From an optimization exercise on the open Yosys and OpenROAD flow, aimed at small area and few clock cycles per item; shortcuts taken in it are not production practice.
No functional check of the RTL was part of any run shown here.

==> flow/design.v, too long to show whole: its modules and the start of the top module <==
// module fp_mult_pipe: 1349 lines
// module fp_mult_fa: 10 lines
// module fp_mult_ha: 9 lines
module fp_mult_pipe #(
  parameter int unsigned EXP_W = 8,
  parameter int unsigned MAN_W = 23,
  parameter int unsigned TAG_W = 4
) (
  input  logic                   clk,
  input  logic                   rstn,
  input  logic                   in_valid,
  output logic                   in_ready,
  input  logic [EXP_W+MAN_W:0]   a,
  input  logic [EXP_W+MAN_W:0]   b,
  input  logic [TAG_W-1:0]       in_tag,
  output logic                   out_valid,
  input  logic                   out_ready,
  output logic [EXP_W+MAN_W:0]   result,
  output logic [TAG_W-1:0]       out_tag,
  output logic [3:0]             flags
);
  // ...
==> flow/flow/run.sh <==
#!/bin/bash
# Standard ORFS layout, with plain buffers on the ports instead of the delay cell buffer_ports
# picks, and with the synthesis buffers removed at floorplan so repair_design rebuffers.
set -euo pipefail
bash standard.sh BUFFER_PORTS_ARGS="-buffer_cell sky130_fd_sc_hd__buf_2" REMOVE_ABC_BUFFERS=1  finish > make.log 2>&1
==> flow/standard.sh <==
#!/bin/bash
# synth_recipe.tcl (not shown) runs the flow's synth.tcl, then flattens the netlist and writes it again
# the make line also repeats each setting of config.mk as NAME=value (left out here)
make -C /OpenROAD-flow-scripts/flow DESIGN_CONFIG=/design/flow/config.mk WORK_HOME=/design/flow/orfs CLKGATE_MAP_FILE= SYNTH_SCRIPT=/design/flow/synth_recipe.tcl "${@:-finish}"
==> flow/config.mk <==
export PLATFORM = sky130hd
export DESIGN_NAME = fp_mult_pipe
export DESIGN_NICKNAME = fp_mult_pipe
export VERILOG_FILES = /design/flow/design.v
export SDC_FILE = /design/flow/constraint.sdc
export NUM_CORES = 4
export LEC_CHECK = 0
export ABC_AREA = 1
export CAP_MARGIN = 20
export CORE_MARGIN = 2
export CORE_UTILIZATION = 40
export CTS_BUF_LIST = sky130_fd_sc_hd__clkbuf_8
export GPL_TIMING_DRIVEN = 0
export SETUP_SLACK_MARGIN = 0.02
export SLEW_MARGIN = 20
export SYNTH_HIERARCHICAL = 1
export SYNTH_MINIMUM_KEEP_SIZE = 0
==> flow/constraint.sdc <==
create_clock -name core_clock -period 7.0 [get_ports {clk}]
set_input_delay 1.4000 -clock core_clock [delete_from_list [all_inputs] [get_ports {clk}]]
set_output_delay 1.4000 -clock core_clock [all_outputs]
set_load 0.01 [all_outputs]
==> flow_metrics.tcl, run 1 <==
set metrics [dict create \
    outcome "complete, no violations" \
    detailed_place_hpwl_um 34300 \
    r2r_end "r_c$_DFFE_PP_" \
    synth_top_family_by_area "adder cells" \
    root_buffer "clkbuf_8" \
    grt_pass1_vias 14450 \
    async_reset_ff_share_pct 2.174 \
    top_regs "r_p x26, r_esum x9, r_tag x4" \
    top_layer "met4" \
    regToRegStartpoint "r_v$_DFFE_PN0P_" \
    post_synth_and_or_nand_nor_area_fraction_pct 10.73 \
    m1WireLength_um 22220 \
    cpMaxStageDelayCell "fa_1" \
    synthXorXnorAreaFrac_pct 16.43 \
    drt_wl_total_um 55510 \
    yosys_most_used_dff "edfxtp_1" \
    route.met3.wl_um 6242 \
    drt_pass1_iterations 7 \
    worst_slack_ns 0.2030 \
    synth_fa_ha_area_share_pct 41.86 \
    num_vias 14220 \
    die_h_um 200.6 \
    critPathArrivalTime_ns 6.86 \
    seq_share_pct 7.649 \
    multi_input_area_sq_um 14140 \
]
==> run 2, diff against run 1 <==
--- a/flow/design.v
+++ b/flow/design.v
@@ -1163,104 +1163,130 @@
   wire G41_788 = c41_764 | (s41_764 & c40_763);
   wire P41_789 = s41_764 & s40_763;
   wire G43_790 = c43_766 | (s43_766 & c42_765);
   wire P43_791 = s43_766 & s42_765;
   wire G45_792 = c45_768 | (s45_768 & c44_767);
   wire P45_793 = s45_768 & s44_767;
   wire G47_794 = 1'b0 | (c46_639 & c46_769);
   wire P47_795 = c46_639 & s46_769;
-  wire G25_796 = G25_772 | (P25_773 & G23_770);
-  wire P25_797 = P25_773 & P23_771;
-  wire G29_798 = G29_776 | (P29_777 & G27_774);
-  wire P29_799 = P29_777 & P27_775;
-  wire G33_800 = G33_780 | (P33_781 & G31_778);
-  wire P33_801 = P33_781 & P31_779;
-  wire G37_802 = G37_784 | (P37_785 & G35_782);
-  wire P37_803 = P37_785 & P35_783;
-  wire G41_804 = G41_788 | (P41_789 & G39_786);
-  wire P41_805 = P41_789 & P39_787;
-  wire G45_806 = G45_792 | (P45_793 & G43_790);
-  wire P45_807 = P45_793 & P43_791;
-  wire G29_808 = G29_798 | (P29_799 & G25_796);
-  wire P29_809 = P29_799 & P25_797;
-  wire G37_810 = G37_802 | (P37_803 & G33_800);
-  wire P37_811 = P37_803 & P33_801;
-  wire G45_812 = G45_806 | (P45_807 & G41_804);
-  wire P45_813 = P45_807 & P41_805;
-  wire G37_814 = G37_810 | (P37_811 & G29_808);
-  wire P37_815 = P37_811 & P29_809;
-  wire G45_816 = G45_812 | (P45_813 & G37_814);
-  wire P45_817 = P45_813 & P37_815;
-  wire G33_818 = G33_800 | (P33_801 & G29_808);
-  wire P33_819 = P33_801 & P29_809;
-  wire G41_820 = G41_804 | (P41_805 & G37_814);
-  wire P41_821 = P41_805 & P37_815;
-  wire G27_822 = G27_774 | (P27_775 & G25_796);
-  wire P27_823 = P27_775 & P25_797;
-  wire G31_824 = G31_778 | (P31_779 & G29_808);
-  wire P31_825 = P31_779 & P29_809;
-  wire G35_826 = G35_782 | (P35_783 & G33_818);
-  wire P35_827 = P35_783 & P33_819;
-  wire G39_828 = G39_786 | (P39_787 & G37_814);
-  wire P39_829 = P39_787 & P37_815;
-  wire G43_830 = G43_790 | (P43_791 & G41_820);
-  wire P43_831 = P43_791 & P41_821;
-  wire G47_832 = G47_794 | (P47_795 & G45_816);
-  wire P47_833 = P47_795 & P45_817;
-  wire G24_834 = c24_747 | (s24_747 & G23_770);
-  wire P24_835 = s24_747 & P23_771;
-  wire G26_836 = c26_749 | (s26_749 & G25_796);
-  wire P26_837 = s26_749 & P25_797;
-  wire G28_838 = c28_751 | (s28_751 & G27_822);
-  wire P28_839 = s28_751 & P27_823;
-  wire G30_840 = c30_753 | (s30_753 & G29_808);
-  wire P30_841 = s30_753 & P29_809;
-  wire G32_842 = c32_755 | (s32_755 & G31_824);
-  wire P32_843 = s32_755 & P31_825;
-  wire G34_844 = c34_757 | (s34_757 & G33_818);
-  wire P34_845 = s34_757 & P33_819;
-  wire G36_846 = c36_759 | (s36_759 & G35_826);
-  wire P36_847 = s36_759 & P35_827;
-  wire G38_848 = c38_761 | (s38_761 & G37_814);
-  wire P38_849 = s38_761 & P37_815;
-  wire G40_850 = c40_763 | (s40_763 & G39_828);
-  wire P40_851 = s40_763 & P39_829;
-  wire G42_852 = c42_765 | (s42_765 & G41_820);
-  wire P42_853 = s42_765 & P41_821;
-  wire G44_854 = c44_767 | (s44_767 & G43_830);
-  wire P44_855 = s44_767 & P43_831;
-  wire G46_856 = c46_769 | (s46_769 & G45_816);
-  wire P46_857 = s46_769 & P45_817;
-  wire sum23_858 = s23_746 ^ c22_745;
-  wire sum24_859 = s24_747 ^ G23_770;
-  wire sum25_860 = s25_748 ^ G24_834;
-  wire sum26_861 = s26_749 ^ G25_796;
-  wire sum27_862 = s27_750 ^ G26_836;
-  wire sum28_863 = s28_751 ^ G27_822;
-  wire sum29_864 = s29_752 ^ G28_838;
-  wire sum30_865 = s30_753 ^ G29_808;
-  wire sum31_866 = s31_754 ^ G30_840;
-  wire sum32_867 = s32_755 ^ G31_824;
-  wire sum33_868 = s33_756 ^ G32_842;
-  wire sum34_869 = s34_757 ^ G33_818;
-  wire sum35_870 = s35_758 ^ G34_844;
-  wire sum36_871 = s36_759 ^ G35_826;
-  wire sum37_872 = s37_760 ^ G36_846;
-  wire sum38_873 = s38_761 ^ G37_814;
-  wire sum39_874 = s39_762 ^ G38_848;
-  wire sum40_875 = s40_763 ^ G39_828;
-  wire sum41_876 = s41_764 ^ G40_850;
-  wire sum42_877 = s42_765 ^ G41_820;
-  wire sum43_878 = s43_766 ^ G42_852;
-  wire sum44_879 = s44_767 ^ G43_830;
-  wire sum45_880 = s45_768 ^ G44_854;
-  wire sum46_881 = s46_769 ^ G45_816;
-  wire sum47_882 = c46_639 ^ G46_856;
-  wire [25:0] prod_hi = {sum47_882, sum46_881, sum45_880, sum44_879, sum43_878, sum42_877, sum41_876, sum40_875, sum39_874, sum38_873, sum37_872, sum36_871, sum35_870, sum34_869, sum33_868, sum32_867, sum31_866, sum30_865, sum29_864, sum28_863, sum27_862, sum26_861, sum25_860, sum24_859, sum23_858, s22_745};
+  wire G24_796 = c24_747 | (s24_747 & G23_770);
+  wire P24_797 = s24_747 & P23_771;
+  wire G25_798 = G25_772 | (P25_773 & G23_770);
+  wire P25_799 = P25_773 & P23_771;
+  wire G28_800 = c28_751 | (s28_751 & G27_774);
+  wire P28_801 = s28_751 & P27_775;
+  wire G29_802 = G29_776 | (P29_777 & G27_774);
+  wire P29_803 = P29_777 & P27_775;
+  wire G32_804 = c32_755 | (s32_755 & G31_778);
+  wire P32_805 = s32_755 & P31_779;
+  wire G33_806 = G33_780 | (P33_781 & G31_778);
+  wire P33_807 = P33_781 & P31_779;
+  wire G36_808 = c36_759 | (s36_759 & G35_782);
+  wire P36_809 = s36_759 & P35_783;
+  wire G37_810 = G37_784 | (P37_785 & G35_782);
+  wire P37_811 = P37_785 & P35_783;
+  wire G40_812 = c40_763 | (s40_763 & G39_786);
+  wire P40_813 = s40_763 & P39_787;
+  wire G41_814 = G41_788 | (P41_789 & G39_786);
+  wire P41_815 = P41_789 & P39_787;
+  wire G44_816 = c44_767 | (s44_767 & G43_790);
+  wire P44_817 = s44_767 & P43_791;
+  wire G45_818 = G45_792 | (P45_793 & G43_790);
+  wire P45_819 = P45_793 & P43_791;
+  wire G26_820 = c26_749 | (s26_749 & G25_798);
+  wire P26_821 = s26_749 & P25_799;
+  wire G27_822 = G27_774 | (P27_775 & G25_798);
+  wire P27_823 = P27_775 & P25_799;
+  wire G28_824 = G28_800 | (P28_801 & G25_798);
+  wire P28_825 = P28_801 & P25_799;
+  wire G29_826 = G29_802 | (P29_803 & G25_798);
+  wire P29_827 = P29_803 & P25_799;
+  wire G34_828 = c34_757 | (s34_757 & G33_806);
+  wire P34_829 = s34_757 & P33_807;
+  wire G35_830 = G35_782 | (P35_783 & G33_806);
+  wire P35_831 = P35_783 & P33_807;
+  wire G36_832 = G36_808 | (P36_809 & G33_806);
+  wire P36_833 = P36_809 & P33_807;
+  wire G37_834 = G37_810 | (P37_811 & G33_806);
+  wire P37_835 = P37_811 & P33_807;
+  wire G42_836 = c42_765 | (s42_765 & G41_814);
+  wire P42_837 = s42_765 & P41_815;
+  wire G43_838 = G43_790 | (P43_791 & G41_814);
+  wire P43_839 = P43_791 & P41_815;
+  wire G44_840 = G44_816 | (P44_817 & G41_814);
+  wire P44_841 = P44_817 & P41_815;
+  wire G45_842 = G45_818 | (P45_819 & G41_814);
+  wire P45_843 = P45_819 & P41_815;
+  wire G30_844 = c30_753 | (s30_753 & G29_826);
+  wire P30_845 = s30_753 & P29_827;
+  wire G31_846 = G31_778 | (P31_779 & G29_826);
+  wire P31_847 = P31_779 & P29_827;
+  wire G32_848 = G32_804 | (P32_805 & G29_826);
+  wire P32_849 = P32_805 & P29_827;
+  wire G33_850 = G33_806 | (P33_807 & G29_826);
+  wire P33_851 = P33_807 & P29_827;
+  wire G34_852 = G34_828 | (P34_829 & G29_826);
+  wire P34_853 = P34_829 & P29_827;
+  wire G35_854 = G35_830 | (P35_831 & G29_826);
+  wire P35_855 = P35_831 & P29_827;
+  wire G36_856 = G36_832 | (P36_833 & G29_826);
+  wire P36_857 = P36_833 & P29_827;
+  wire G37_858 = G37_834 | (P37_835 & G29_826);
+  wire P37_859 = P37_835 & P29_827;
+  wire G46_860 = c46_769 | (s46_769 & G45_842);
+  wire P46_861 = s46_769 & P45_843;
+  wire G47_862 = G47_794 | (P47_795 & G45_842);
+  wire P47_863 = P47_795 & P45_843;
+  wire G38_864 = c38_761 | (s38_761 & G37_858);
+  wire P38_865 = s38_761 & P37_859;
+  wire G39_866 = G39_786 | (P39_787 & G37_858);
+  wire P39_867 = P39_787 & P37_859;
+  wire G40_868 = G40_812 | (P40_813 & G37_858);
+  wire P40_869 = P40_813 & P37_859;
+  wire G41_870 = G41_814 | (P41_815 & G37_858);
+  wire P41_871 = P41_815 & P37_859;
+  wire G42_872 = G42_836 | (P42_837 & G37_858);
+  wire P42_873 = P42_837 & P37_859;
+  wire G43_874 = G43_838 | (P43_839 & G37_858);
+  wire P43_875 = P43_839 & P37_859;
+  wire G44_876 = G44_840 | (P44_841 & G37_858);
+  wire P44_877 = P44_841 & P37_859;
+  wire G45_878 = G45_842 | (P45_843 & G37_858);
+  wire P45_879 = P45_843 & P37_859;
+  wire G46_880 = G46_860 | (P46_861 & G37_858);
+  wire P46_881 = P46_861 & P37_859;
+  wire G47_882 = G47_862 | (P47_863 & G37_858);
+  wire P47_883 = P47_863 & P37_859;
+  wire sum23_884 = s23_746 ^ c22_745;
+  wire sum24_885 = s24_747 ^ G23_770;
+  wire sum25_886 = s25_748 ^ G24_796;
+  wire sum26_887 = s26_749 ^ G25_798;
+  wire sum27_888 = s27_750 ^ G26_820;
+  wire sum28_889 = s28_751 ^ G27_822;
+  wire sum29_890 = s29_752 ^ G28_824;
+  wire sum30_891 = s30_753 ^ G29_826;
+  wire sum31_892 = s31_754 ^ G30_844;
+  wire sum32_893 = s32_755 ^ G31_846;
+  wire sum33_894 = s33_756 ^ G32_848;
+  wire sum34_895 = s34_757 ^ G33_850;
+  wire sum35_896 = s35_758 ^ G34_852;
+  wire sum36_897 = s36_759 ^ G35_854;
+  wire sum37_898 = s37_760 ^ G36_856;
+  wire sum38_899 = s38_761 ^ G37_858;
+  wire sum39_900 = s39_762 ^ G38_864;
+  wire sum40_901 = s40_763 ^ G39_866;
+  wire sum41_902 = s41_764 ^ G40_868;
+  wire sum42_903 = s42_765 ^ G41_870;
+  wire sum43_904 = s43_766 ^ G42_872;
+  wire sum44_905 = s44_767 ^ G43_874;
+  wire sum45_906 = s45_768 ^ G44_876;
+  wire sum46_907 = s46_769 ^ G45_878;
+  wire sum47_908 = c46_639 ^ G46_880;
+  wire [25:0] prod_hi = {sum47_908, sum46_907, sum45_906, sum44_905, sum43_904, sum42_903, sum41_902, sum40_901, sum39_900, sum38_899, sum37_898, sum36_897, sum35_896, sum34_895, sum33_894, sum32_893, sum31_892, sum30_891, sum29_890, sum28_889, sum27_888, sum26_887, sum25_886, sum24_885, sum23_884, s22_745};
   logic [2:0] cls;
   always_comb begin
     if (nan)       cls = {1'b1, snan_a | snan_b, 1'b1};
     else if (ixz)  cls = 3'b111;
     else if (inf)  cls = 3'b110;
     else if (zero) cls = 3'b100;
     else           cls = 3'b000;
   end
==> flow_metrics.tcl, run 2 <==
set metrics [dict create \
    critPathArrivalTime_ns 5.36 \
    synth_top_area_share_pct 33.99 \
    crit_fanout 9 \
    synth_area_sq_um 15610 \
    root_buffer "clkbuf_8" \
    gp_congestion 0.8811 \
    path_class "flop to output port" \
    holdBufCountCts 0 \
    critical-path-max-stage-delay_ns 0.39 \
    hp-class "flop to flop" \
    slew_viol_final 0 \
    clockBufferDepth 2 \
    io_buffers 113 \
    top_regs "r_p x26, r_esum x9, r_tag x4" \
    utilization_pct 47.61 \
    drt_pass1_iterations 8 \
    diodes 0 \
    num_vias 14500 \
    regMostFlops "r_p" \
    cpMaxStageDelayCell "edfxtp_1" \
    syn2layout_area_growth_pct 17.60 \
    drtAntennaViolNets 0 \
    wl_per_cell_um 23.79 \
    crit_buf_inv 6 \
    cts_buffers 5 \
    final_cell_mix "270 x xor2_1, 261 x fa_1, 245 x o22ai_1, 155 x nand2_1, 121 x inv_1" \
    htreeDepth 2 \
    drv_cap 0 \
    setup-violations-final 0 \
    overflow 0 \
    worstPathRequired_ns 5.60 \
    cts_sinks 46 \
    synth_common_cells "274 x xor2_1, 265 x fa_1, 265 x o22ai_1" \
    initial_core_util_pct 40.48 \
    detailed_place_hpwl_um 34380 \
    viasPerCell 6.107 \
    die_width_um 201.5 \
    die_h_um 201.5 \
    grtUsageTotal_pct 25.52 \
    crit_path_end_kind "output port" \
    tightest_slew_ns 1.058 \
    fin_crit_ns 6.755 \
    hold_viol 0 \
    crit_path_start_kind "flop" \
    drtIter0Drc 1897 \
    drive_above_1_share_pct 20.10 \
    nets 2277 \
    grt_pass1_wl_um 81790 \
    clk_latency_ns 0.31 \
    final_common_cell "xor2_1" \
    grt_pass1_vias 14590 \
    whs_ns 0.7563 \
    outcome "complete, no violations" \
    largest_reg_flops 26 \
    core-area_sq_um 38560 \
    drt_wl_total_um 56490 \
    fmax_mhz 148.0 \
    async_reset_ff_share_pct 2.174 \
    dieArea_sq_um 40620 \
    maxSlewHeadroom_pct 29.38 \
    ys_seq_elements 46 \
    yosysSeqAreaShare_pct 8.818 \
    drc 0 \
    io_pins 114 \
    grt_max_degree 36 \
    finClkSkew_ns 0.009521 \
    cts_tree "built" \
    rows 72 \
    synth_warnings 8 \
    synth_edf_count 45 \
    ys_types 50 \
    ys_top_cells_by_area "fa_1 34%, xor2_1 15%, o22ai_1 11%" \
    synth_cells 1776 \
    fin_crit_sh_pct 96.51 \
    synth_top_cell_by_area "fa_1" \
    antenna_found_initial 0 \
    avgSynthCellArea_sq_um 8.789 \
    crit_family "simple AND/OR/NAND/NOR gates" \
    synth.most_common_cell "xor2_1" \
    clkTransAtPathRegs_ns 0.09 \
    yosys_most_used_dff "edfxtp_1" \
]
[run 2: cell types whose count changed after synthesis, moves of 4 or more]
cell,before,now
inv_1,101,133
nand2_1,174,209
clkbuf_1,112,117
nor3_2,2,7
ha_1,93,85
xor2_1,268,274
nor3_1,8,15
buf_2,12,3
inv_2,22,14
nand4_1,22,18
a21oi_1,37,50
xnor2_1,20,15
buf_1,6,12
[run 2: timing repair]
action	in CTS	in global routing
gates resized for setup	99	164
setup buffers	12	48
endpoints found under the setup margin	59	51
pin swaps	7	45
cloned	2	21
[run 2: kinds of logic after synthesis]
logic type,share of synthesized area (%)
DFF,8.818
AOI/OAI and AO/OA,15.13
buffers and inverters,6.894
adders and majority gates,40.80
xor gates and xnor gates,16.32
and+or+nand+nor,12.02
other,0.02403
[run 2: per-module statistics from Yosys (local to each module, per instance)]
module	cells	area, sq um
fp_mult_pipe	1450	9563
fp_mult_fa	1	20.02
fp_mult_ha	1	12.51
[run 2: path summary, 6_finish.rpt]
kind / from / cells after the start / end / slack (ns)
setup / recovery: r_p[9]$_DFFE_PP_ / 34 / result[12] / 0.24
hold / removal: r_v$_DFFE_PN0P_ / 2 / r_v$_DFFE_PN0P_ / 0.76
setup reg to reg: r_v$_DFFE_PN0P_ / 2 / r_cls[1]$_DFFE_PP_ / 5.74
hold reg to reg: r_v$_DFFE_PN0P_ / 2 / r_v$_DFFE_PN0P_ / 0.76
max in group asynchronous: rstn / 1 / r_v$_DFFE_PN0P_ / 6.08
min in group asynchronous: rstn / 1 / r_v$_DFFE_PN0P_ / 0.84
[run 2: tightest hold or removal path: stages, from the launching register on]
cell and delay, ns:
dfrtp_1 0.37, nand2_2 0.23, nand2_1 0.13
[run 2: layout make-up]
| type | count | area, sq um |
|---|---|---|
| well taps | 518 | 648.1 |
| clock inverters | 3 | 43.79 |
| repair inverters | 10 | 57.56 |
| repair buffers | 178 | 1338 |
| clock buffers | 5 | 68.82 |
| fillers | 3627 | 20200 |
| flip-flops and latches | 46 | 1376 |
| inverters | 149 | 626.9 |
| multi-input cells | 1465 | 14200 |
[run 2: layer usage]
metal | vias up | global-route usage (%) | share of wire (%)
li1 | 6198 | - | -
met1 | 7079 | 34.42 | 40
met2 | 992 | 40.76 | 44
met3 | 230 | 4.616 | 11
met4 | 0 | 10.06 | 5.4
met5 | - | 0 | 0
[run 2: per-stage QoR]
step	cells	instance area (sq um)	TNS, ns	worst slack (ns)
after floorplan	1648	15110	0	0.1550
after global placement	2279	16330	-38.29	-1.458
after detailed placement	2282	16410	-41.97	-1.520
after CTS	2304	17020	0	0.03255
after global routing	2374	18360	-1.311	-0.09727
final	2374	18360	0	0.2445

[re-timing with driven ports]
The results above use ideal ports. As a check the final layouts listed here were re-extracted and re-timed, cells and wires unchanged.
Step 1: set_driving_cell puts a clkbuf_16 on clk and a buf_2 on each other input, an assumption about the parent block.
Step 2 adds t to the input delays and takes it off the output delays; t is the mean of the earliest and latest rising clock arrival at the registers after step 1. Input paths then give back, and output paths get back, about the clock's delay inside the block.
Three values: no drivers, after step 1, after step 2; two values: the first two.
| run | shift t [ns] | slack for setup (ns) | worst hold slack (ns) | worst data-port slew with drivers (ns) |
|---|---|---|---|---|
| run 1 | 0.339 | 0.203 / 0.143 / -0.196 | 0.757 / 0.757 / 0.757 | 0.18 |
| run 2 | 0.339 | 0.245 / 0.201 / -0.138 | 0.756 / 0.756 / 0.756 | 0.18 |
With both steps, setup timing fails in run 1 and run 2, where it was met with ideal ports. For run 1, which loses most, drivers alone change the setup slack by -0.060 ns; drivers and shift together by -0.399 ns.
